What follows belongs to an exercise in optimizing a design on an open flow for small area and a short achievable clock period; a production flow would make more cautious choices.
At most, simulation tests tie the RTL to the original design; equivalence was not proved.
Only the layout flow was run in runs 3 and 4; the RTL was not checked for function there.
Power figures rest on the tool's default switching activity, not on a simulated workload.

[flow/run.sh]
#!/bin/bash
# The standard ORFS layout (the standard.sh, standard synthesis unchanged)
# with two changes to how the layout is made:
#  - port buffers are buf_1 cells instead of the default delay-buffer pick;
#  - timing repair may resize a cell to any footprint (MATCH_CELL_FOOTPRINT=0).
# All of make's output goes to flow_make.log here; ORFS keeps its per-step logs
# under orfs/logs.
set -uo pipefail
bash standard.sh MATCH_CELL_FOOTPRINT=0 \
    "BUFFER_PORTS_ARGS=-buffer_cell sky130_fd_sc_hd__buf_1" \
    finish > flow_make.log 2>&1
status=$?
tail -20 flow_make.log
exit $status
[standard.sh]
#!/bin/bash
# synth_recipe.tcl (not shown) runs the flow's synth.tcl, then flattens the netlist and writes it again
# the make line also repeats each setting of config.mk as NAME=value (left out here)
make -C /OpenROAD-flow-scripts/flow DESIGN_CONFIG=/design/flow/config.mk WORK_HOME=/design/flow/orfs CLKGATE_MAP_FILE= SYNTH_SCRIPT=/design/flow/synth_recipe.tcl "${@:-finish}"
[config.mk]
export PLATFORM = sky130hd
export DESIGN_NAME = exec_pipe_top
export DESIGN_NICKNAME = exec_pipe_top
export VERILOG_FILES = /design/flow/design.v
export SDC_FILE = /design/flow/constraint.sdc
export NUM_CORES = 4
export LEC_CHECK = 0
export CAP_MARGIN = 30
export CORE_MARGIN = 2
export CORE_UTILIZATION = 65
export CTS_CLUSTER_DIAMETER = 80
export CTS_CLUSTER_SIZE = 24
export PLACE_DENSITY = 0.72
export SETUP_SLACK_MARGIN = 3.6
export SLEW_MARGIN = 20
[constraint.sdc]
create_clock -name core_clock -period 6.0 [get_ports {clk}]
set_input_delay 1.2000 -clock core_clock [delete_from_list [all_inputs] [get_ports {clk}]]
set_output_delay 1.2000 -clock core_clock [all_outputs]
set_load 0.01 [all_outputs]
[design.v]
package pipe_isa_pkg;
    localparam int xlen      = 64;   
    localparam int reg_idx_w = 5;    
    localparam int dw_offset = 3;    
    typedef logic [reg_idx_w-1:0] reg_idx_t;
    typedef enum logic [2:0] {
        ic_nop    = 3'd0,    
        ic_alu    = 3'd1,
        ic_load   = 3'd2,
        ic_store  = 3'd3,
        ic_branch = 3'd4
    } iclass_e;
    typedef enum logic [2:0] {
        alu_add = 3'd0,
        alu_sub = 3'd1,
        alu_and = 3'd2,
        alu_or  = 3'd3,
        alu_xor = 3'd4,
        alu_sll = 3'd5,
        alu_srl = 3'd6,
        alu_slt = 3'd7       
    } alu_op_e;
endpackage
package pipe_stage_pkg;
    localparam int xlen      = 64;
    localparam int reg_idx_w = 5;
    localparam int addr_w    = 4;     
    localparam int blk       = 4;     
    localparam int nblk      = xlen / blk;
    typedef struct packed {
        logic                 reg_write_en;
        logic                 mem_write;
        logic                 mem_read;
        logic                 branch;
        logic [7:0]           eq_part;     
        logic                 sel_sum;     
        logic                 sel_sh;      
        logic                 rev;         
        logic                 cin;         
        logic                 slt_one;     
        logic                 slt_same;    
        logic [5:0]           shamt;       
        logic [xlen-1:0]      p;           
        logic [xlen-1:0]      g;           
        logic [nblk-1:0]      bp;          
        logic [addr_w-1:0]    addr;        
        logic [reg_idx_w-1:0] rd;
    } id_ex_t;
    typedef struct packed {
        logic                 reg_write_en;
        logic                 mem_write;
        logic                 mem_read;
        logic                 taken;
        logic                 rev;         
        logic                 slt_bit;     
        logic [1:0]           shamt_top;   
        logic [15:0]          rsel;        
        logic [xlen-1:0]      value;       
        logic [addr_w-1:0]    addr;
        logic [reg_idx_w-1:0] rd;
    } ex_mem_t;
    typedef struct packed {
        logic              reg_write_en;
        logic [reg_idx_w-1:0] rd;
        logic [xlen-1:0]   value;
    } wb_t;
endpackage
module issue_stage
(
    input  logic            clk,
    input  logic            reset,
    input  pipe_isa_pkg::iclass_e         iclass,
    input  pipe_isa_pkg::alu_op_e         alu_op,
    input  logic [pipe_isa_pkg::xlen-1:0] op_a,
    input  logic [pipe_isa_pkg::xlen-1:0] op_b,
    input  logic [pipe_isa_pkg::xlen-1:0] store_data,
    input  pipe_isa_pkg::reg_idx_t        rd,
    output pipe_stage_pkg::id_ex_t        id_ex
);
    localparam int xlen = pipe_isa_pkg::xlen;
    localparam int blk  = pipe_stage_pkg::blk;
    localparam int nblk = pipe_stage_pkg::nblk;
    logic is_alu, is_load, is_store, is_branch;
    logic op_add, op_sub, op_and, op_or, op_xor, op_sll, op_srl, op_slt;
    logic shift;
    logic inv_d, sll_d;          
    logic [xlen-1:0] alu_val;
    logic [xlen-1:0] bb, pp, ga, a_rev, sh_in, p_val;
    logic [xlen-1:0] g0, g_pre;
    logic [nblk-1:0] bp_pre;
    logic [6:0]      ea;         
    assign is_alu    = (iclass == pipe_isa_pkg::ic_alu);
    assign is_load   = (iclass == pipe_isa_pkg::ic_load);
    assign is_store  = (iclass == pipe_isa_pkg::ic_store);
    assign is_branch = (iclass == pipe_isa_pkg::ic_branch);
    assign op_add    = is_alu & (alu_op == pipe_isa_pkg::alu_add);
    assign op_sub    = is_alu & (alu_op == pipe_isa_pkg::alu_sub);
    assign op_and    = is_alu & (alu_op == pipe_isa_pkg::alu_and);
    assign op_or     = is_alu & (alu_op == pipe_isa_pkg::alu_or);
    assign op_xor    = is_alu & (alu_op == pipe_isa_pkg::alu_xor);
    assign op_sll    = is_alu & (alu_op == pipe_isa_pkg::alu_sll);
    assign op_srl    = is_alu & (alu_op == pipe_isa_pkg::alu_srl);
    assign op_slt    = is_alu & (alu_op == pipe_isa_pkg::alu_slt);
    assign inv_d     = alu_op[0];
    assign sll_d     = (alu_op == pipe_isa_pkg::alu_sll);
    assign shift     = op_sll | op_srl;
    assign ea        = op_a[6:0] + op_b[6:0];
    assign bb = op_b ^ {xlen{inv_d}};
    assign pp = op_a ^ bb;
    assign ga = op_a & bb;
    assign g0 = ga | {{(xlen-1){1'b0}}, pp[0] & inv_d};     
    always_comb begin : prefix
        for (int i = 0; i < xlen; i++) begin
            g_pre[i] = g0[i - (i % blk)];
            for (int k = i - (i % blk) + 1; k <= i; k++) g_pre[i] = g0[k] | (pp[k] & g_pre[i]);
        end
        for (int k = 0; k < nblk; k++) bp_pre[k] = &pp[k*blk +: blk];
    end
    always_comb begin
        for (int i = 0; i < xlen; i++) a_rev[i] = op_a[xlen-1-i];
    end
    assign sh_in = sll_d ? a_rev : op_a;
    always_comb begin
        case (alu_op)
            pipe_isa_pkg::alu_and: alu_val = ga;
            pipe_isa_pkg::alu_or:  alu_val = op_a | op_b;
            pipe_isa_pkg::alu_xor: alu_val = pp;
            pipe_isa_pkg::alu_sll,
            pipe_isa_pkg::alu_srl: alu_val = sh_in;
            default:               alu_val = pp;
        endcase
    end
    assign p_val = is_store ? store_data : alu_val;
    always_ff @(posedge clk or posedge reset) begin
        if (reset) begin
            id_ex.reg_write_en <= 1'b0;
            id_ex.mem_write    <= 1'b0;
            id_ex.branch       <= 1'b0;
        end else begin
            id_ex.reg_write_en <= (is_alu | is_load) & (rd != '0);
            id_ex.mem_write    <= is_store;
            id_ex.branch       <= is_branch;
        end
    end
    always_ff @(posedge clk) begin
        id_ex.mem_read <= is_load;
        id_ex.sel_sum  <= op_add | op_sub;
        id_ex.sel_sh   <= shift | op_and | op_or | op_xor | is_store;
        id_ex.rev      <= op_sll;
        id_ex.cin      <= inv_d;
        id_ex.slt_one  <= op_slt & op_a[xlen-1] & ~op_b[xlen-1];
        id_ex.slt_same <= op_slt & (op_a[xlen-1] == op_b[xlen-1]);
        id_ex.shamt    <= shift ? op_b[5:0] : 6'd0;
        id_ex.p        <= p_val;
        id_ex.g        <= g_pre;
        id_ex.bp       <= bp_pre;
        id_ex.addr     <= ea[6:3];
        id_ex.rd       <= rd;
        for (int k = 0; k < 8; k++) id_ex.eq_part[k] <= (op_a[8*k +: 8] == op_b[8*k +: 8]);
    end
endmodule
module execute_stage
(
    input  pipe_stage_pkg::id_ex_t  id_ex,
    output pipe_stage_pkg::ex_mem_t ex_in
);
    localparam int xlen = pipe_isa_pkg::xlen;
    localparam int blk  = pipe_stage_pkg::blk;
    localparam int nblk = pipe_stage_pkg::nblk;
    logic [nblk-1:0] bcarry;     
    logic [xlen-1:0] carry, sum, shr, alu_res;
    logic            lt;
    always_comb begin : block_prefix
        logic [nblk-1:0] g, p, gn, pn;
        for (int k = 0; k < nblk; k++) g[k] = id_ex.g[k*blk + blk - 1];
        p = id_ex.bp;
        for (int d = 1; d < nblk; d = d * 2) begin
            gn = g;
            pn = p;
            for (int k = d; k < nblk; k++) begin
                gn[k] = g[k] | (p[k] & g[k-d]);
                pn[k] = p[k] & p[k-d];
            end
            g = gn;
            p = pn;
        end
        bcarry = g;
    end
    always_comb begin : bit_carry
        logic pb;
        for (int i = 0; i < xlen; i++) begin
            if (i == 0) begin
                carry[i] = id_ex.cin;
            end else if (i % blk == 0) begin
                carry[i] = bcarry[i/blk - 1];
            end else if (i < blk) begin
                carry[i] = id_ex.g[i-1];     
            end else begin
                pb = 1'b1;
                for (int k = i - (i % blk); k < i; k++) pb = pb & id_ex.p[k];
                carry[i] = id_ex.g[i-1] | (pb & bcarry[i/blk - 1]);
            end
        end
    end
    assign sum = id_ex.p ^ carry;
    assign lt = id_ex.slt_one | (id_ex.slt_same & ~carry[xlen-1]);
    assign shr = id_ex.p >> id_ex.shamt[3:0];
    assign alu_res = ({xlen{id_ex.sel_sum}} & sum)
                   | ({xlen{id_ex.sel_sh}}  & shr);
    always_comb begin
        ex_in.reg_write_en = id_ex.reg_write_en;
        ex_in.mem_write    = id_ex.mem_write;
        ex_in.mem_read     = id_ex.mem_read;
        ex_in.taken        = id_ex.branch & (&id_ex.eq_part);     
        ex_in.rev          = id_ex.rev;
        ex_in.slt_bit      = lt;
        ex_in.shamt_top    = id_ex.shamt[5:4];
        ex_in.value        = alu_res;
        ex_in.addr         = id_ex.addr;
        for (int w = 0; w < 16; w++) ex_in.rsel[w] = id_ex.mem_read & (id_ex.addr == w);
        ex_in.rd           = id_ex.rd;
    end
endmodule
module ex_mem_reg
(
    input  logic    clk,
    input  logic    reset,
    input  pipe_stage_pkg::ex_mem_t ex_in,
    output pipe_stage_pkg::ex_mem_t ex_mem
);
    always_ff @(posedge clk or posedge reset) begin
        if (reset) begin
            ex_mem.reg_write_en <= 1'b0;
            ex_mem.mem_write    <= 1'b0;
            ex_mem.taken        <= 1'b0;
        end else begin
            ex_mem.reg_write_en <= ex_in.reg_write_en;
            ex_mem.mem_write    <= ex_in.mem_write;
            ex_mem.taken        <= ex_in.taken;
        end
    end
    always_ff @(posedge clk) begin
        ex_mem.mem_read  <= ex_in.mem_read;
        ex_mem.rev       <= ex_in.rev;
        ex_mem.slt_bit   <= ex_in.slt_bit;
        ex_mem.shamt_top <= ex_in.shamt_top;
        ex_mem.rsel      <= ex_in.rsel;
        ex_mem.value    <= ex_in.value;
        ex_mem.addr     <= ex_in.addr;
        ex_mem.rd       <= ex_in.rd;
    end
endmodule
module mem_stage
(
    input  logic    clk,
    input  logic    reset,
    input  pipe_stage_pkg::ex_mem_t ex_mem,
    output pipe_stage_pkg::wb_t     wb,
    output logic    branch_taken
);
    logic [pipe_isa_pkg::xlen-1:0] dmem [16];
    logic [pipe_isa_pkg::xlen-1:0] rdata;
    logic [pipe_isa_pkg::xlen-1:0] shifted, result;
    always_ff @(posedge clk) begin
        if (ex_mem.mem_write) begin
            dmem[ex_mem.addr] <= ex_mem.value;
        end
    end
    always_comb begin
        rdata = '0;
        for (int w = 0; w < 16; w++) begin
            rdata = rdata | ({pipe_isa_pkg::xlen{ex_mem.rsel[w]}} & dmem[w]);
        end
    end
    assign shifted = ex_mem.value >> {ex_mem.shamt_top, 4'b0000};
    always_comb begin
        for (int i = 0; i < pipe_isa_pkg::xlen; i++) begin
            result[i] = ex_mem.rev ? shifted[pipe_isa_pkg::xlen-1-i] : shifted[i];
        end
    end
    always_ff @(posedge clk or posedge reset) begin
        if (reset) begin
            wb.reg_write_en <= 1'b0;
            branch_taken    <= 1'b0;
        end else begin
            wb.reg_write_en <= ex_mem.reg_write_en;
            branch_taken    <= ex_mem.taken;
        end
    end
    always_ff @(posedge clk) begin
        wb.rd    <= ex_mem.rd;
        wb.value <= rdata | result | {{(pipe_isa_pkg::xlen-1){1'b0}}, ex_mem.slt_bit};
    end
endmodule
module exec_pipe_top
#(
    parameter int dmem_depth = 16     
)
(
    input  logic            clk,
    input  logic            reset,
    input  pipe_isa_pkg::iclass_e         iclass,
    input  pipe_isa_pkg::alu_op_e         alu_op,
    input  logic [pipe_isa_pkg::xlen-1:0] op_a,
    input  logic [pipe_isa_pkg::xlen-1:0] op_b,
    input  logic [pipe_isa_pkg::xlen-1:0] store_data,
    input  pipe_isa_pkg::reg_idx_t        rd,
    output pipe_stage_pkg::wb_t             wb,
    output logic            branch_taken
);
    pipe_stage_pkg::id_ex_t  id_ex;      
    pipe_stage_pkg::ex_mem_t ex_in;      
    pipe_stage_pkg::ex_mem_t ex_mem;     
    issue_stage u_issue (
        .clk        (clk),
        .reset      (reset),
        .iclass     (iclass),
        .alu_op     (alu_op),
        .op_a       (op_a),
        .op_b       (op_b),
        .store_data (store_data),
        .rd         (rd),
        .id_ex      (id_ex)
    );
    execute_stage u_execute (
        .id_ex (id_ex),
        .ex_in (ex_in)
    );
    ex_mem_reg u_ex_mem (
        .clk    (clk),
        .reset  (reset),
        .ex_in  (ex_in),
        .ex_mem (ex_mem)
    );
    mem_stage u_mem (
        .clk          (clk),
        .reset        (reset),
        .ex_mem       (ex_mem),
        .wb           (wb),
        .branch_taken (branch_taken)
    );
endmodule
==> results of run 1 <==
worst max path at each step:
stage | slack (ns) | end | from
after floorplan | 3.01 | u_mem.dmem[11][0] | u_ex_mem.ex_mem[5]
after global placement | 2.37 | u_issue.id_ex[93] | alu_op[0]
after detailed placement | 2.29 | u_issue.id_ex[152] | alu_op[0]
after CTS | 3.58 | u_ex_mem.ex_mem[46] | u_issue.id_ex[16]
after global routing | 3.52 | u_ex_mem.ex_mem[46] | u_issue.id_ex[16]
final | 3.55 | u_ex_mem.ex_mem[70] | u_issue.id_ex[18]
logic make-up (layout without fill, tap and decap cells):
kind of cell	count (synthesis)	after routing	share of synthesized area (%)
simple gates	497	499	4.38
fa+ha+maj	149	149	3.32
xor+xnor	110	110	1.72
compound gates	1075	1075	14.9
flops	1365	1365	67.0
other cells	0	1	0
buf+inv	398	659	2.72
mux	327	327	5.96
layout make-up:
| type | instances | area [um^2] |
|---|---|---|
| clock inverter | 17 | 211 |
| clock buffer | 110 | 1920 |
| inverter | 137 | 528 |
| timing repair buffer | 395 | 2530 |
| tap | 1144 | 1430 |
| antenna | 1 | 2.50 |
| sequential | 1365 | 37700 |
| multi-input combinational | 2160 | 17400 |
| fill | 5625 | 23700 |
per-stage QoR:
stage	hold slack [ns]	std cells
2_1_floorplan	0.310	3921
4_1_cts	0.321	5322
3_3_place_gp	0.310	5167
5_1_grt	0.334	5328
6_report	0.317	5329
3_5_place_dp	0.315	5170
routing by layer:
| metal | routed length, um | up-vias | global-route usage, % |
|---|---|---|---|
| met5 | 27 | - | 0 |
| met2 | 83800 | 3232 | 63.7 |
| met3 | 23400 | 534 | 8.44 |
| li1 | - | 16000 | - |
| met4 | 9930 | 4 | 18.6 |
| met1 | 63400 | 19100 | 52.6 |
layout by cell type, fill, tap and decap left out, types with 46 or more instances in the layout:
master,n
o22ai_1,64
buf_1,231
nor2_1,142
edfxtp_1,1024
mux2i_1,280
inv_1,132
o21ai_0,83
a22o_1,266
a221oi_1,209
a22oi_1,95
clkbuf_16,78
a21o_1,73
ha_1,137
nand2_1,105
mux2_2,46
nand4_1,82
xor2_1,69
a21oi_1,110
dfxtp_1,282
buf_4,79
where the power goes:
| part | switching (mW) | leakage (nW) | internal [mW] | total, mW |
|---|---|---|---|---|
| sequential | 0.411 | 14.3 | 10.5 | 10.9 |
| clock | 3.03 | 1.02 | 2.31 | 5.33 |
| combinational | 1.18 | 8.32 | 0.725 | 1.90 |
timing repair:
item | CTS | global route
pin swaps | 14 | 10
buffers inserted | 20 | 1
resized for setup | 161 | 52
endpoints found under the setup margin | 623 | 244
gates cloned | 5 | 4
==> flow_metrics.tcl, run 1 <==
set metrics [dict create \
    synth_edf_count 1024 \
    startpoint_type "flop" \
    holdBufCountCts 0 \
    post-synth-top-area-cell "edfxtp_1" \
    r2r_start "u_issue.id_ex[18]" \
    io_buffers 275 \
    slowest_stage "a21oi_1" \
    relSlewSlack_pct 31.7 \
    critPathMaxFanout 4 \
    finalSetupTns_ns 0 \
    via_per_inst 7.30 \
    clk-insertion-delay-late_ns 0.66 \
    critPathTopFamily "compound AO/OA/AOI/OAI gates" \
    max_freq_ghz 0.409 \
    firstDrtPassIters 8 \
    overflow 0 \
    row_count 107 \
    hp-class "flop to flop" \
    regToRegSetupSlack_ns 3.55 \
    grt_pass1_vias 37900 \
    ys_seq_area_share_pct 67.0 \
    cts_sinks 1365 \
    initial_core_util_pct 65.7 \
    powerDensity_mw_per_mm2 293 \
    p_leak_nw 23.6 \
    placed_area_mm2 0.0586 \
    crit_path_end_kind "flop" \
    post-place-ws_ns 2.29 \
    grt_max_degree 74 \
    whs_path_depth 0 \
    core_mm2 0.0854 \
    root_buffer "clkbuf_16" \
    cp.buffers_inverters 0 \
    ys_warn_count 4 \
    wl_per_cell_um 33.9 \
    hold_viol 0 \
    ys.flop_type "edfxtp_1" \
    synth_area_per_cell_um2 14.3 \
    grt_usage_pct 39.8 \
    min_to "u_ex_mem.ex_mem[89]" \
    total_power_mw 18.1 \
    arrival_ns 2.98 \
    h-tree-depth 3 \
    die_w_um 298 \
    path_clk_slew_ns 0.10 \
    fin_ws_ns 3.55 \
    dieArea_mm2 0.0887 \
    cts_tree "yes" \
    reg2reg_to "u_ex_mem.ex_mem[70]" \
    run_status "complete, no violations" \
    worst_ep_required_time_ns 6.53 \
    largest_reg_flops 1024 \
    holdCritStartpoint "u_issue.id_ex[157]" \
    rsz0062_at_grt "yes" \
    hpwl_mm 108 \
    synth_nets 4275 \
    rr_worst_depth 10 \
    grt_antenna_before_repair 5 \
    synth.area.top_cells "edfxtp_1, dfxtp_1, mux2i_1" \
    fin_util_pct 72.3 \
    gp_congestion 0.952 \
    grt_first_pass_wirelength_mm 258 \
    routed_wl_mm 181 \
    layout-drive-gt1-share_pct 10.0 \
    criticalPathCategory "flop to flop" \
    cts_inserted_buffers 70 \
    synth_cell_type_count 58 \
    remaining_drc_errors 0 \
    synth_top_area_share_pct 54.8 \
    crit_cells 10 \
    fin_area_mm2 0.0617 \
    detail-route-antenna-nets 0 \
    boundaryPins 276 \
    die_y_um 298 \
    finalMaxSlewViolations 0 \
    yosysMostFrequentCell "edfxtp_1" \
    cts_buffer_depth 3 \
    netlist_top_cells_count "edfxtp_1, dfxtp_1, mux2i_1, a22o_1, a221oi_1" \
    nets 4483 \
    fin_skew_ns 0.0317 \
    vias 38900 \
    maxCapViolations 0 \
    synth-seq-cells 1365 \
    area_growth_pct 10.0 \
    syn_area_mm2 0.0561 \
    fin_crit_sh_pct 40.8 \
    slowest_delay_ns 0.38 \
    syn_inst 3921 \
    setup_violations 0 \
    ir_drop_mv 0.230 \
    fin_crit_ns 2.45 \
    worst_slew_pin_slew_ns 1.02 \
    synthArstFlopShare_pct 0.586 \
    drt_iter0_drc 6213 \
    crit_chain "a21oi_1, o21ai_1, a21oi_1, o21ai_4, a21o_1, a21o_1, ha_2, nor2_2, xnor2_1, a22o_1" \
]
==> run 2: changes to the inputs <==
--- a/config.mk
+++ b/config.mk
@@ -8,8 +8,8 @@
 export CAP_MARGIN = 30
 export CORE_MARGIN = 2
 export CORE_UTILIZATION = 65
-export CTS_CLUSTER_DIAMETER = 80
-export CTS_CLUSTER_SIZE = 24
+export CTS_CLUSTER_DIAMETER = 90
+export CTS_CLUSTER_SIZE = 27
 export PLACE_DENSITY = 0.72
 export SETUP_SLACK_MARGIN = 3.6
 export SLEW_MARGIN = 20
==> flow_metrics.tcl, run 2 <==
set metrics [dict create \
    finalMaxSlewViolations 0 \
    post-synth-top-area-cell "edfxtp_1" \
    crit_path_end_kind "output pin" \
    hold_viol 0 \
    rr_worst_depth 5 \
    vias 38800 \
    initial_core_util_pct 65.7 \
    dieArea_mm2 0.0887 \
    fillCellCount 5639 \
    hp-class "flop to flop" \
    netlist_top_cells_count "edfxtp_1, dfxtp_1, mux2i_1, a22o_1, a221oi_1" \
    fin_skew_ns 0.0541 \
    reg2reg_to "u_ex_mem.ex_mem[12]" \
    run_status "complete, no violations" \
    ys_warn_count 4 \
    holdCritStartpoint "u_issue.id_ex[157]" \
    setup_violations 0 \
    syn_inst 3921 \
    synth_cell_type_count 58 \
    io_buffers 275 \
    die_y_um 298 \
    dp.cells 5170 \
    ys_seq_area_share_pct 67.0 \
    area_growth_pct 9.86 \
    arrival_ns 1.25 \
    path_clk_slew_ns 0.11 \
    final_cell_mix "edfxtp_1, mux2i_1, a22o_1" \
    clockPowerShare_pct 27.5 \
    cp.buffers_inverters 1 \
    die_w_um 298 \
    grt_antenna_before_repair 6 \
    wl_per_cell_um 33.9 \
    largest_reg_flops 1024 \
    ir_drop_mv 0.258 \
    p_int_mw 13.2 \
    rsz0062_at_grt "yes" \
    routed_wl_mm 180 \
    syn_area_mm2 0.0561 \
    clk-insertion-delay-late_ns 0.71 \
    nets 4469 \
    grt_first_pass_wirelength_mm 257 \
    grt_usage_pct 39.6 \
    powerDensity_mw_per_mm2 287 \
    hpwl_mm 108 \
    pwr-share-seq_pct 61.6 \
    holdBufCountCts 0 \
    layout-drive-gt1-share_pct 11.0 \
    criticalPathCategory "flop to output pin" \
    firstDrtPassIters 8 \
    finalSetupTns_ns 0 \
    h-tree-depth 2 \
    fin_crit_sh_pct 40.8 \
    gp_congestion 0.952 \
    crit_chain "buf_6" \
    ys.flop_type "edfxtp_1" \
    relSlewSlack_pct 34.2 \
    p_sw_share_pct 25.4 \
    startpoint_type "flop" \
    detail-route-antenna-nets 0 \
    worst_ep_required_time_ns 4.80 \
    slowest_delay_ns 0.43 \
    fin_util_pct 72.2 \
    cts_buffer_depth 3 \
    grt_max_degree 74 \
    regToRegSetupSlack_ns 3.58 \
    boundaryPins 276 \
    synth.area.top_cells "edfxtp_1, dfxtp_1, mux2i_1" \
    critPathMaxFanout 1 \
    synthArstFlopShare_pct 0.586 \
    synth_nets 4275 \
    r2r_start "u_issue.id_ex[153]" \
    overflow 0 \
    synth_adder_area_share_pct 3.32 \
    row_count 107 \
    synth.mux.area_fraction_pct 5.96 \
    p_leak_nw 23.6 \
    synth-seq-cells 1365 \
    p_switching_mw 4.49 \
    fin_crit_ns 2.45 \
    critPathTopFamily "flip-flops" \
    cts_tree "yes" \
    drt_iter0_drc 6195 \
    cts_sinks 1365 \
    power_frac_comb_pct 10.9 \
    slowest_stage "dfxtp_4" \
    synth_compound_area_share_pct 14.9 \
    yosysMostFrequentCell "edfxtp_1" \
    min_to "u_ex_mem.ex_mem[89]" \
    synth_top_area_share_pct 54.8 \
    layout_commonest_cell "edfxtp_1" \
    core_mm2 0.0854 \
    worst_slew_pin_slew_ns 0.986 \
    maxCapViolations 0 \
    synth_edf_count 1024 \
    via_per_inst 7.30 \
    synth_top_family_by_area "compound AO/OA/AOI/OAI gates" \
    grt_pass1_vias 37800 \
    remaining_drc_errors 0 \
    synth-xor-area-share_pct 1.72 \
    yosys.area_share.simple_pct 4.38 \
    layoutNonFillerInstCount 5312 \
    root_buffer "clkbuf_16" \
    cts_inserted_buffers 59 \
    max_freq_ghz 0.408 \
    whs_path_depth 0 \
    synth_area_per_cell_um2 14.3 \
]
==> run 2: cell type report <==
cell class | instances | area (um^2) | share of cell area [%]
Sequential cell | 1365 | 37800 | 61.3
Multi-Input combinational cell | 2160 | 17400 | 28.2
Tap cell | 1144 | 1430 | 2.32
Clock buffer | 102 | 1670 | 2.71
Timing Repair Buffer | 392 | 2690 | 4.36
Clock inverter | 10 | 166 | 0.270
Inverter | 137 | 528 | 0.856
Antenna cell | 2 | 5.00 | 0.00812
==> run 2: cell families (layout without fill, tap and decap cells) <==
logic type | count (synthesis) | after routing
adder cells (fa/ha/maj) | 149 | 149
XOR/XNOR | 110 | 110
AO/OA/AOI/OAI | 1075 | 1075
AND/OR/NAND/NOR | 497 | 499
other | 0 | 2
multiplexers | 327 | 327
buffers and inverters | 398 | 641
flip-flops | 1365 | 1365
==> run 2: routing by layer <==
layer	vias up	global-route usage [%]	share of wire, %
met4	6	16.2	5.0
met3	516	7.90	13
met5	-	0	0.027
met2	3228	64.3	47
met1	19100	52.7	35
li1	16000	-	-
==> run 2: how the worst max path moves through the flow <==
stage	startpoint	to	slack [ns]	cells past startpoint
CTS	u_mem.wb[2]	wb[2]	3.54	1
global placement	alu_op[0]	u_issue.id_ex[93]	2.37	8
finish	u_mem.wb[15]	wb[15]	3.55	1
floorplan	u_ex_mem.ex_mem[5]	u_mem.dmem[11][0]	3.01	2
global route	u_mem.wb[62]	wb[62]	3.54	1
detailed placement	alu_op[0]	u_issue.id_ex[152]	2.29	8
==> run 2: through the flow <==
step / hold WS (ns) / setup slack [ns] / instance area (um^2) / power [mW]
3_3_place_gp: 0.310 / 2.37 / 58600 / 12.8
6_report: 0.332 / 3.55 / 61700 / 17.7
3_5_place_dp: 0.315 / 2.29 / 58600 / 12.8
5_1_grt: 0.337 / 3.54 / 61700 / 18.1
4_1_cts: 0.334 / 3.54 / 61300 / 17.6
2_1_floorplan: 0.310 / 3.01 / 56400 / 12.0
==> run 2: power by group through the flow <==
| stage | logic (mW) | clock network, mW | registers [mW] |
|---|---|---|---|
| 2_1_floorplan | 1.08 | 0 | 10.9 |
| 3_3_place_gp | 1.72 | 0 | 11.1 |
| 3_5_place_dp | 1.75 | 0 | 11.1 |
| 4_1_cts | 1.84 | 4.87 | 10.9 |
| 5_1_grt | 2.03 | 5.19 | 10.9 |
| 6_report | 1.93 | 4.86 | 10.9 |
==> run 2: timing repair <==
item,4_1_cts,5_1_grt
buffers inserted,18,2
pin swaps,13,11
gates cloned,4,3
resized for setup,262,78
endpoints found under the setup margin,631,282
==> run 3: changes to the inputs <==
--- a/design.v
+++ b/design.v
@@ -186,23 +186,33 @@
         end
         bcarry = g;
     end
-    always_comb begin : bit_carry
-        logic pb;
+    always_comb begin : bit_sum
+        logic pb, c0, c1;
         for (int i = 0; i < xlen; i++) begin
             if (i == 0) begin
-                carry[i] = id_ex.cin;
-            end else if (i % blk == 0) begin
-                carry[i] = bcarry[i/blk - 1];
+                c0 = id_ex.cin;
+                c1 = id_ex.cin;
             end else if (i < blk) begin
-                carry[i] = id_ex.g[i-1];     
+                c0 = id_ex.g[i-1];     
+                c1 = id_ex.g[i-1];
+            end else if (i % blk == 0) begin
+                c0 = 1'b0;
+                c1 = 1'b1;
             end else begin
                 pb = 1'b1;
                 for (int k = i - (i % blk); k < i; k++) pb = pb & id_ex.p[k];
-                carry[i] = id_ex.g[i-1] | (pb & bcarry[i/blk - 1]);
+                c0 = id_ex.g[i-1];
+                c1 = id_ex.g[i-1] | pb;
+            end
+            if (i < blk) begin
+                carry[i] = c0;
+            end else begin
+                carry[i] = bcarry[i/blk - 1] ? c1 : c0;
             end
+            sum[i] = (i < blk) ? (id_ex.p[i] ^ c0)
+                   : (bcarry[i/blk - 1] ? (id_ex.p[i] ^ c1) : (id_ex.p[i] ^ c0));
         end
     end
-    assign sum = id_ex.p ^ carry;
     assign lt = id_ex.slt_one | (id_ex.slt_same & ~carry[xlen-1]);
     assign shr = id_ex.p >> id_ex.shamt[3:0];
     assign alu_res = ({xlen{id_ex.sel_sum}} & sum)
==> flow/run.sh (replaced) <==
#!/bin/bash
# The standard ORFS layout (the standard.sh, standard synthesis unchanged)
# with two changes to how the layout is made:
#  - port buffers are buf_2 cells instead of the default delay-buffer pick;
#  - timing repair may resize a cell to any footprint (MATCH_CELL_FOOTPRINT=0).
# All of make's output goes to flow_make.log here; ORFS keeps its per-step logs
# under orfs/logs.
set -uo pipefail
bash standard.sh MATCH_CELL_FOOTPRINT=0 \
    "BUFFER_PORTS_ARGS=-buffer_cell sky130_fd_sc_hd__buf_2" \
    finish > flow_make.log 2>&1
status=$?
tail -20 flow_make.log
exit $status
==> config.mk (replaced) <==
export PLATFORM = sky130hd
export DESIGN_NAME = exec_pipe_top
export DESIGN_NICKNAME = exec_pipe_top
export VERILOG_FILES = /design/flow/design.v
export SDC_FILE = /design/flow/constraint.sdc
export NUM_CORES = 4
export LEC_CHECK = 0
export ABC_CLOCK_PERIOD_IN_PS = 2500
export CAP_MARGIN = 30
export CORE_MARGIN = 2
export CORE_UTILIZATION = 55
export CTS_CLUSTER_DIAMETER = 100
export CTS_CLUSTER_SIZE = 30
export SETUP_SLACK_MARGIN = 3.6
export SLEW_MARGIN = 20
export TNS_END_PERCENT = 5
==> flow_metrics.tcl, run 3 <==
set metrics [dict create \
    nets 4459 \
    regToRegSetupSlack_ns 3.22 \
    cts_sinks 1365 \
    grt_max_degree 76 \
    hold_viol 0 \
    arrival_ns 3.30 \
    synth_area_per_cell_um2 14.4 \
    netlist_top_cells_count "edfxtp_1, dfxtp_1, a22o_1, a221oi_1, nand2_1" \
    synth_adder_area_share_pct 2.97 \
    path_clk_slew_ns 0.11 \
    dieArea_mm2 0.105 \
    grt_antenna_before_repair 13 \
    cts_buffer_depth 3 \
    finalMaxSlewViolations 0 \
    cts_inserted_buffers 53 \
    layoutNonFillerInstCount 5536 \
    grt_first_pass_wirelength_mm 270 \
    drt_iter0_drc 5740 \
    run_status "complete, no violations" \
    via_per_inst 6.90 \
    overflow 0 \
    boundaryPins 276 \
    startpoint_type "flop" \
    yosysMostFrequentCell "edfxtp_1" \
    synth.area.top_cells "edfxtp_1, dfxtp_1, a22o_1" \
    relSlewSlack_pct 29.3 \
    holdBufCountCts 0 \
    synth.mux.area_fraction_pct 6.13 \
    setup_violations 0 \
    detail-route-antenna-nets 0 \
    core_mm2 0.102 \
    fin_hold_ws_ns 0.335 \
    ys.flop_type "edfxtp_1" \
    use_met1_pct 48.1 \
    fin_ws_ns 3.22 \
    fin_skew_ns 0.0258 \
    fin_crit_ns 2.78 \
    synth_cell_type_count 79 \
    synthArstFlopShare_pct 0.586 \
    largest_reg_flops 1024 \
    ir_drop_mv 0.219 \
    layout_commonest_cell "edfxtp_1" \
    h-tree-depth 2 \
    syn_area_mm2 0.0565 \
    fin_crit_sh_pct 46.3 \
    synth_edf_count 1024 \
    maxCapViolations 0 \
    die_w_um 325 \
    dp.cells 5408 \
    cts_tree "yes" \
    met3_usage_pct 5.21 \
    vias 38200 \
    gp_congestion 0.911 \
    powerDensity_mw_per_mm2 282 \
    fillCellCount 7906 \
    post-synth-top-area-cell "edfxtp_1" \
    grt_pass1_vias 37000 \
    wl_per_cell_um 34.5 \
    hpwl_mm 118 \
    initial_core_util_pct 55.5 \
    synth-xor-area-share_pct 1.66 \
    synth_top_area_share_pct 54.4 \
    hp-class "flop to flop" \
    synth_nets 4270 \
    p_leak_nw 24.3 \
    finalSetupTns_ns 0 \
    row_count 117 \
    io_buffers 275 \
    synth-seq-cells 1365 \
    criticalPathCategory "flop to flop" \
    ys_seq_area_share_pct 66.6 \
    synth_compound_area_share_pct 15.2 \
    remaining_drc_errors 0 \
    max_freq_ghz 0.360 \
    die_y_um 325 \
    grt_usage_pct 35.4 \
    routed_wl_mm 191 \
    rsz0062_at_grt "yes" \
    yosys.area_share.simple_pct 4.66 \
    grt_use_met2_pct 58.0 \
    firstDrtPassIters 7 \
    worst_slew_pin_slew_ns 1.06 \
    final_cell_mix "edfxtp_1, dfxtp_1, buf_2" \
    root_buffer "clkbuf_16" \
    area_growth_pct 9.29 \
    ys_warn_count 4 \
    busiest_layer "met2" \
    worst_ep_required_time_ns 6.53 \
    post-place-ws_ns 2.25 \
    syn_inst 3931 \
    layout-drive-gt1-share_pct 15.6 \
    clk-insertion-delay-late_ns 0.70 \
    synth_top_family_by_area "compound AO/OA/AOI/OAI gates" \
    critPathMaxFanout 48 \
    crit_path_end_kind "flop" \
]
run 3: cell count changes after synthesis, sizes merged, moves of 15 or more:
cell    delta
mux4      +55
xor2      +23
buf       +25
mux2i    -113
ha        -15
a22o      -41
a21oi     -35
nand2     +79
nor2      -51
xnor2     -26
o21ai     +59
clkbuf    -21
run 3: timing repair:
item / 4_1_cts / 5_1_grt
setup buffers: 10 / 10
resized for setup: 46 / 6
cloned: 4 / 0
pin swaps: 2 / 1
setup endpoints to repair: 837 / 762
run 3: power breakdown:
group | internal [mW] | switching [mW]
registers | 10.5 | 0.444
logic | 0.719 | 1.14
clock network | 1.80 | 2.84
total | 13.0 | 4.43
run 3: cells by family (layout without fill, tap and decap cells):
kind of cell / after synthesis / after routing
DFF: 1365 / 1365
AOI/OAI and AO/OA: 1109 / 1109
and+or+nand+nor: 538 / 539
buffers and inverters: 408 / 641
muxes: 270 / 270
adders and majority gates: 134 / 134
xor gates and xnor gates: 107 / 107
other: 0 / 3
run 3: path summary, 6_finish.rpt:
path,startpoint,end,depth (start not counted)
worst max-delay path,u_ex_mem.ex_mem[90],u_mem.wb[56],5
max in group asynchronous,reset,u_mem.branch_taken,2
min in group asynchronous,reset,u_issue.id_ex[175],2
worst max register to register,u_ex_mem.ex_mem[90],u_mem.wb[56],5
worst min-delay path,u_ex_mem.ex_mem[4],u_mem.wb[68],0
worst min register to register,u_ex_mem.ex_mem[4],u_mem.wb[68],0
run 3: layer usage:
metal	vias to the layer above	part of all wire, %
met2	2435	47
met4	4	4.3
met5	-	0.014
li1	16000	-
met3	378	9.4
met1	19400	39
run 3: critical path: stages, from the launching register on:
cell	delay, ns
dfxtp_4	0.59
buf_4	0.73
mux2_2	0.43
nand2_1	0.14
o21ai_0	0.18
a221o_1	0.46
run 3: area by class of cell:
| cell class | count | area, um^2 | share of cell area, % |
|---|---|---|---|
| Sequential cell | 1365 | 37700 | 61.0 |
| Multi-Input combinational cell | 2159 | 17500 | 28.4 |
| Timing Repair Buffer | 398 | 2680 | 4.34 |
| Tap cell | 1368 | 1710 | 2.77 |
| Clock buffer | 92 | 1540 | 2.49 |
| Inverter | 143 | 551 | 0.892 |
| Clock inverter | 8 | 92.6 | 0.150 |
| Antenna cell | 3 | 7.51 | 0.0122 |
run 3: stage by stage:
step / cell area (um^2) / power (mW) / util [%]
2_1_floorplan: 56600 / 12.0 / -
3_3_place_gp: 59500 / 12.8 / 58.4
3_5_place_dp: 59600 / 12.9 / 58.5
4_1_cts: 61600 / 17.4 / 60.5
5_1_grt: 61700 / 17.9 / 60.6
6_report: 61700 / 17.4 / 60.6
==> run 4: changes to the inputs <==
--- a/design.v
+++ b/design.v
@@ -39,7 +39,7 @@
         logic                 cin;         
         logic                 slt_one;     
         logic                 slt_same;    
-        logic [5:0]           shamt;       
+        logic [3:0]           shamt_hi;    
         logic [xlen-1:0]      p;           
         logic [xlen-1:0]      g;           
         logic [nblk-1:0]      bp;          
@@ -85,7 +85,7 @@
     logic shift;
     logic inv_d, sll_d;          
     logic [xlen-1:0] alu_val;
-    logic [xlen-1:0] bb, pp, ga, a_rev, sh_in, p_val;
+    logic [xlen-1:0] bb, pp, ga, a_rev, sh_in, sh_lo, p_val;
     logic [xlen-1:0] g0, g_pre;
     logic [nblk-1:0] bp_pre;
     logic [6:0]      ea;         
@@ -120,13 +120,14 @@
         for (int i = 0; i < xlen; i++) a_rev[i] = op_a[xlen-1-i];
     end
     assign sh_in = sll_d ? a_rev : op_a;
+    assign sh_lo = sh_in >> op_b[1:0];
     always_comb begin
         case (alu_op)
             pipe_isa_pkg::alu_and: alu_val = ga;
             pipe_isa_pkg::alu_or:  alu_val = op_a | op_b;
             pipe_isa_pkg::alu_xor: alu_val = pp;
             pipe_isa_pkg::alu_sll,
-            pipe_isa_pkg::alu_srl: alu_val = sh_in;
+            pipe_isa_pkg::alu_srl: alu_val = sh_lo;
             default:               alu_val = pp;
         endcase
     end
@@ -150,7 +151,7 @@
         id_ex.cin      <= inv_d;
         id_ex.slt_one  <= op_slt & op_a[xlen-1] & ~op_b[xlen-1];
         id_ex.slt_same <= op_slt & (op_a[xlen-1] == op_b[xlen-1]);
-        id_ex.shamt    <= shift ? op_b[5:0] : 6'd0;
+        id_ex.shamt_hi <= shift ? op_b[5:2] : 4'd0;
         id_ex.p        <= p_val;
         id_ex.g        <= g_pre;
         id_ex.bp       <= bp_pre;
@@ -214,7 +215,7 @@
         end
     end
     assign lt = id_ex.slt_one | (id_ex.slt_same & ~carry[xlen-1]);
-    assign shr = id_ex.p >> id_ex.shamt[3:0];
+    assign shr = id_ex.p >> {id_ex.shamt_hi[1:0], 2'b00};
     assign alu_res = ({xlen{id_ex.sel_sum}} & sum)
                    | ({xlen{id_ex.sel_sh}}  & shr);
     always_comb begin
@@ -224,7 +225,7 @@
         ex_in.taken        = id_ex.branch & (&id_ex.eq_part);     
         ex_in.rev          = id_ex.rev;
         ex_in.slt_bit      = lt;
-        ex_in.shamt_top    = id_ex.shamt[5:4];
+        ex_in.shamt_top    = id_ex.shamt_hi[3:2];
         ex_in.value        = alu_res;
         ex_in.addr         = id_ex.addr;
         for (int w = 0; w < 16; w++) ex_in.rsel[w] = id_ex.mem_read & (id_ex.addr == w);
==> flow_metrics.tcl, run 4 <==
set metrics [dict create \
    max_freq_ghz 0.379 \
    drt_iter0_drc 5173 \
    cts_sinks 1363 \
    multi_input_area_mm2 0.0173 \
    remaining_drc_errors 0 \
    via_per_inst 6.74 \
    vias 38200 \
    die_w_um 324 \
    cts_tree "yes" \
    gp_congestion 0.912 \
    fin_hold_ws_ns 0.323 \
    fin_area_mm2 0.0616 \
    p_leak_nw 24.5 \
    startpoint_type "flop" \
    dieArea_mm2 0.105 \
    firstDrtPassIters 5 \
    rsz0062_at_grt "yes" \
    powerDensity_mw_per_mm2 284 \
    ir_drop_mv 0.219 \
    yosysMostFrequentCell "edfxtp_1" \
    initial_core_util_pct 55.3 \
    layout-drive-gt1-share_pct 13.5 \
    min_to "u_ex_mem.ex_mem[4]" \
    criticalPathCategory "flop to flop" \
    fin_util_pct 60.6 \
    p_int_mw 13.0 \
    fin_crit_sh_pct 44.0 \
    finalSetupTns_ns 0 \
    clockPowerShare_pct 27.6 \
    grt_pass1_vias 36600 \
    worst_ep_required_time_ns 6.66 \
    ys.flop_type "edfxtp_1" \
    synth_area_per_cell_um2 13.8 \
    core_mm2 0.102 \
    synthArstFlopShare_pct 0.587 \
    grt_antenna_before_repair 1 \
    hold_viol 0 \
    boundaryPins 276 \
    detail-route-antenna-nets 0 \
    ys_seq_area_share_pct 66.9 \
    holdCritStartpoint "u_issue.id_ex[4]" \
    antenna_cells 0 \
    netlist_top_cells_count "edfxtp_1, dfxtp_1, a221oi_1, a21oi_1, a22o_1" \
    slowest_delay_ns 0.76 \
    die_y_um 324 \
    largest_reg_flops 1024 \
    synth.area.top_cells "edfxtp_1, dfxtp_1, a221oi_1" \
    final_cell_mix "edfxtp_1, dfxtp_1, a221oi_1, buf_2, a21oi_1" \
    maxCapViolations 0 \
    p_sw_share_pct 25.6 \
    dp.cells 5531 \
    regToRegSetupSlack_ns 3.36 \
    fin_ws_ns 3.36 \
    total_power_mw 17.5 \
    synth-seq-cells 1363 \
    p_switching_mw 4.47 \
    area_growth_pct 9.58 \
    worst_slew_pin_slew_ns 1.09 \
    synth_cell_type_count 61 \
    post-place-ws_ns 1.81 \
    crit_path_end_kind "flop" \
    synth_nets 4402 \
    syn_inst 4063 \
    power_frac_comb_pct 10.1 \
    syn_area_mm2 0.0562 \
    rr_worst_depth 5 \
    critPathTopFamily "buffers and inverters" \
    placed_area_mm2 0.0593 \
    cts_buffer_depth 3 \
    hpwl_mm 118 \
    grt_max_degree 76 \
    final-seq-area_mm2 0.0376 \
    ys_warn_count 4 \
    fin_crit_ns 2.64 \
    synth_edf_count 1024 \
    crit_chain "clkinvlp_4, nor2_1, buf_4, a22o_1, a211o_1" \
    run_status "complete, no violations" \
    post-synth-top-area-cell "edfxtp_1" \
    relSlewSlack_pct 26.4 \
    cp.buffers_inverters 2 \
    fin_skew_ns 0.0285 \
    fillCellCount 8116 \
    layoutNonFillerInstCount 5658 \
    root_buffer "clkbuf_16" \
    routed_wl_mm 191 \
    r2r_start "u_ex_mem.ex_mem[89]" \
    synth_top_area_share_pct 54.7 \
    whs_path_depth 0 \
    critPathMaxFanout 17 \
    io_buffers 275 \
    wl_per_cell_um 33.8 \
    cts_inserted_buffers 54 \
    nets 4584 \
    row_count 117 \
    grt_first_pass_wirelength_mm 269 \
    slowest_stage "dfxtp_2" \
    h-tree-depth 2 \
    pwr-share-seq_pct 62.3 \
    arrival_ns 3.30 \
    hp-class "flop to flop" \
    overflow 0 \
    setup_violations 0 \
    grt_usage_pct 36.1 \
    path_clk_slew_ns 0.11 \
    clk-insertion-delay-late_ns 0.71 \
    layout_commonest_cell "edfxtp_1" \
    reg2reg_to "u_mem.wb[29]" \
    holdBufCountCts 0 \
    finalMaxSlewViolations 0 \
]
-- run 4: layout make-up --
cell class                      instances  area share (%)
Clock buffer                           90            2.45
Sequential cell                      1363            61.1
Tap cell                             1368            2.78
Clock inverter                         11           0.317
Inverter                              140           0.874
Timing Repair Buffer                  391            4.27
Multi-Input combinational cell       2295            28.2
-- run 4: cell families after synthesis --
family | share of synthesized area, %
buf+inv | 2.77
simple gates | 5.52
xor+xnor | 1.81
fa+ha+maj | 2.98
flops | 66.9
mux | 4.61
compound gates | 15.4
-- run 4: repair_timing --
action                                  in CTS  in global routing
gates cloned                                 5                  0
resized for setup                           58                 22
endpoints found under the setup margin     678                640
pin swaps                                    5                  6
setup buffers                               12                  9
-- run 4: routing by layer --
layer / share of wire, % / track usage, % / vias up
li1: - / - / 16200
met1: 40 / 48.9 / 19400
met2: 47 / 59.0 / 2224
met3: 8.5 / 5.01 / 338
met4: 4.5 / 14.7 / 2
met5: 0.0068 / 0 / -
-- run 4: worst max-delay path by stage --
stage	cells past startpoint	startpoint	slack (ns)	to
after floorplan	12	alu_op[0]	2.99	u_issue.id_ex[151]
after global placement	9	alu_op[0]	1.82	u_issue.id_ex[134]
after detailed placement	10	alu_op[1]	1.81	u_issue.id_ex[125]
after CTS	3	u_ex_mem.ex_mem[6]	3.26	u_mem.dmem[14][27]
after global routing	10	alu_op[2]	3.29	u_issue.id_ex[126]
final	5	u_ex_mem.ex_mem[89]	3.36	u_mem.wb[29]
-- run 4: power groups by stage --
stage / clock [mW] / sequential, mW / combinational (mW)
2_1_floorplan: 0 / 10.9 / 0.998
3_3_place_gp: 0 / 11.1 / 1.68
3_5_place_dp: 0 / 11.1 / 1.69
4_1_cts: 4.84 / 10.9 / 1.73
5_1_grt: 5.13 / 10.9 / 1.90
6_report: 4.81 / 10.9 / 1.77

==> re-timing with driven ports <==
The flow's constraints put no driver on any port. The routed layouts listed below were extracted and timed again, unchanged, in two steps. Step 1: set_driving_cell puts a clkbuf_16 on clk and a buf_2 on each other input, an assumption about the parent block. Step 2 adds t to the input delays and takes it off the output delays; t is the mean of the earliest and latest rising clock arrival at the registers after step 1. Input paths then give back, and output paths get back, about the clock's delay inside the block. Slacks: ideal ports / drivers / drivers and shift; pairs: ideal ports / drivers.
run	shift t [ns]	setup WS [ns]	pins driven straight from the clock port
run 1	0.717	3.554 / 3.492 / 2.911	1
run 2	0.752	3.552 / 3.481 / 2.845	1
run 3	0.760	3.224 / 3.224 / 2.724	1
run 4	0.777	3.359 / 3.279 / 2.502	1
After both steps setup and hold are still met in every run listed. For run 4, which loses most, drivers alone change the setup slack by -0.080 ns; drivers and shift together by -0.857 ns.
